What follows belongs to an exercise in optimizing a design on an open flow for small area, a short achievable clock period and few clock cycles; a production flow would make more cautious choices.
RTL that was checked went through simulation tests only; none was proved equivalent to the original.

Setup of run a:
==> flow/config.mk <==
export PLATFORM = sky130hd
export DESIGN_NAME = dds_spi_command_framer_core
export DESIGN_NICKNAME = dds_spi_command_framer_core
export VERILOG_FILES = /design/flow/design.v
export SDC_FILE = /design/flow/constraint.sdc
export NUM_CORES = 4
export LEC_CHECK = 0
export ABC_AREA = 1
export CAP_MARGIN = 20
export CORE_MARGIN = 2
export CORE_UTILIZATION = 40
export SETUP_SLACK_MARGIN = 5
export SLEW_MARGIN = 20
==> flow/constraint.sdc <==
create_clock -name core_clock -period 10.0 [get_ports {clk}]
set_input_delay 2.0000 -clock core_clock [delete_from_list [all_inputs] [get_ports {clk}]]
set_output_delay 2.0000 -clock core_clock [all_outputs]
set_load 0.01 [all_outputs]
run.sh (not shown) runs the stock make flow with config.mk's settings and CLKGATE_MAP_FILE= SYNTH_SCRIPT=/design/flow/synth_recipe.tcl, a recipe that flattens the netlist after the stock synthesis.
Testbench counts of run a, summed over its fixed seeds: cycles 10,932.
Relative to run a, the following input files were edited for run b:
--- a/flow/design.v
+++ b/flow/design.v
@@ -21,16 +21,19 @@
     end
     for (int s = 1; s < 23; s = s * 2) begin
       for (int i = 0; i < 23; i++) begin
-        if ((i / s) % 2 == 1) begin
-          g2[i] = g[i] | (p[i] & g[(i / s) * s - 1]);
-          p2[i] = p[i] & p[(i / s) * s - 1];
-        end else begin
-          g2[i] = g[i];
-          p2[i] = p[i];
+        if ((i + 1) % (2 * s) == 0) begin
+          g[i] = g[i] | (p[i] & g[i-s]);
+          p[i] = p[i] & p[i-s];
+        end
+      end
+    end
+    for (int s = 16; s >= 1; s = s / 2) begin
+      for (int i = 0; i < 23; i++) begin
+        if ((i + 1) % (2 * s) == s && i >= 2 * s) begin
+          g[i] = g[i] | (p[i] & g[i-s]);
+          p[i] = p[i] & p[i-s];
         end
       end
-      g = g2;
-      p = p2;
     end
     b[0] = 1'b0;
     for (int i = 0; i < 23; i++) b[i+1] = g[i];
Findings:
- Going from run a to run b, fraction of final layout cells with drive strength greater than 1 grows by 6.0 points.
- Max longest individual stage delay on the worst path across run a and run b: run b
- Measured against each other, run a and run b differ in final design instance area without fill, the lower figure coming from run a.
- Relative to run a, the die footprint measured on run b has decreased slightly.
- Comparing run a and run b, the lower filler-free cell count of the finished design is on run b.
- In run b, fraction of the mapped netlist area in compound gates is higher than in run a.
- The run showing the greater detailed placer's ending HPWL is run a.
- Run b vs run a, net count reported at finish went down by 55.
- Run comparison: run b cell with the largest stage delay on the worst path sky130_fd_sc_hd__edfxtp_1; run a cell with the largest stage delay on the worst path sky130_fd_sc_hd__clkdlybuf4s50_1
Function not checked in run b: the RTL went through the layout flow alone.

--- another note on this design; it stands on its own ---

run 1:
## dds_spi_command_framer_core
module dds_spi_command_framer_core (
  input  wire logic        clk,
  input  wire logic        rst,
  input  wire logic        cmd_valid,
  output logic             cmd_ready,
  input  wire logic [1:0]  cmd_op,
  input  wire logic [2:0]  cmd_channel,
  input  wire logic [28:0] cmd_frequency_hz,
  input  wire logic [15:0] cmd_amplitude_word,
  input  wire logic [25:0] cmd_phase_deg_q16,
  output logic             spi_valid,
  input  wire logic        spi_ready,
  output logic [7:0]       spi_byte,
  output logic             spi_frame_end,
  output logic             spi_last,
  input  wire logic        cfg_wr_en,
  input  wire logic [1:0]  cfg_index,
  input  wire logic [6:0]  cfg_data
);
Size: roughly 1700 cells after synthesis, ~100 flip-flops, ~10000 um^2 of cells after synthesis.
export LEC_CHECK = 0
export ABC_AREA = 1
export CAP_MARGIN = 20
export CORE_MARGIN = 2
export CORE_UTILIZATION = 40
export SETUP_SLACK_MARGIN = 3
export SLEW_MARGIN = 20
create_clock -name core_clock -period 10.0 [get_ports {clk}]
run.sh (not shown) runs the stock make flow with config.mk's settings and CLKGATE_MAP_FILE= SYNTH_SCRIPT=/design/flow/synth_recipe.tcl, a recipe that flattens the netlist after the stock synthesis.
Run 1 finished end to end and its layout was clean on timing, DRC and antenna.
The following lists how run 2 was set up differently from run 1:
- SETUP_SLACK_MARGIN changed from 3 to 5
Results
- Run 2 vs. run 1: via count of the first global-routing pass picked up an extra 5.3%; area added between synthesis and finish grew by 5.2 points; share of cells above drive strength 1 moved up; final critical-path setup slack went down; overall track demand over capacity in global routing has increased.
- Compared with run 1, run 2 shows a post-route fraction of the period consumed by the critical path that is 0.41 points higher.
- Where post-route cell area is concerned, run 1 is better than run 2.
- Compared with run 1, run 2 shows a share of cell area taken by multi-input logic gates that is 0.62 points lower.
- Run 1 → run 2: met1 track demand over resource shows an increase of 1.9 points; share of cell area taken by flip-flops and latches shows a reduction of 0.81 points.
Input changes introduced in run 3 (baseline for comparison: run 2):
- SETUP_SLACK_MARGIN no longer set, was 5
Notes after the runs:
- On post-placement cell count, run 2 and run 3 are basically level.
- On via density per instance, run 2 and run 3 are neck and neck.
- | first-iteration DRC count | higher: run 2 |
- When run 3 is measured against run 2, its total global-route track usage turns out 2.2 points lower.
- Relative to run 2, final standard cell area without fillers has gone down in run 3.
No run of this note included a check of the RTL's function; only the layout flow was run.

afterwards: timing with drivers on the ports:
The results above use ideal ports. As a check the final layouts listed here were re-extracted and re-timed, cells and wires unchanged.
Step 1 (the two cells are an assumption about what drives the block):
set clk [get_ports {clk}]
set_driving_cell -lib_cell sky130_fd_sc_hd__clkbuf_16 $clk
set_driving_cell -lib_cell sky130_fd_sc_hd__buf_2 [delete_from_list [all_inputs] $clk]
Step 2 moves the port delays by t, midway between the first and last clock arrival at a register: inputs arrive t later, outputs are due t later. That takes back most of the time a late clock gives input paths.
Three values: no drivers, after step 1, after step 2; two values: the first two.
run	t, ns	setup slack, ns	clock arrival spread, ns	worst slew at a driven data input, ns
run a	0.412	5.122 / 5.096 / 4.847	0.013 / 0.013	0.05
run b	0.408	4.953 / 4.953 / 4.755	0.018 / 0.018	0.06
run 1	0.395	3.273 / 3.273 / 3.273	0.015 / 0.015	0.06
run 2	0.402	3.231 / 3.231 / 3.231	0.015 / 0.015	0.06
run 3	0.394	1.271 / 1.271 / 1.271	0.015 / 0.016	0.06
After both steps every run listed still meets setup and hold. The setup slack of run a, which loses most, moves by -0.026 ns with the drivers and by -0.275 ns with both steps.
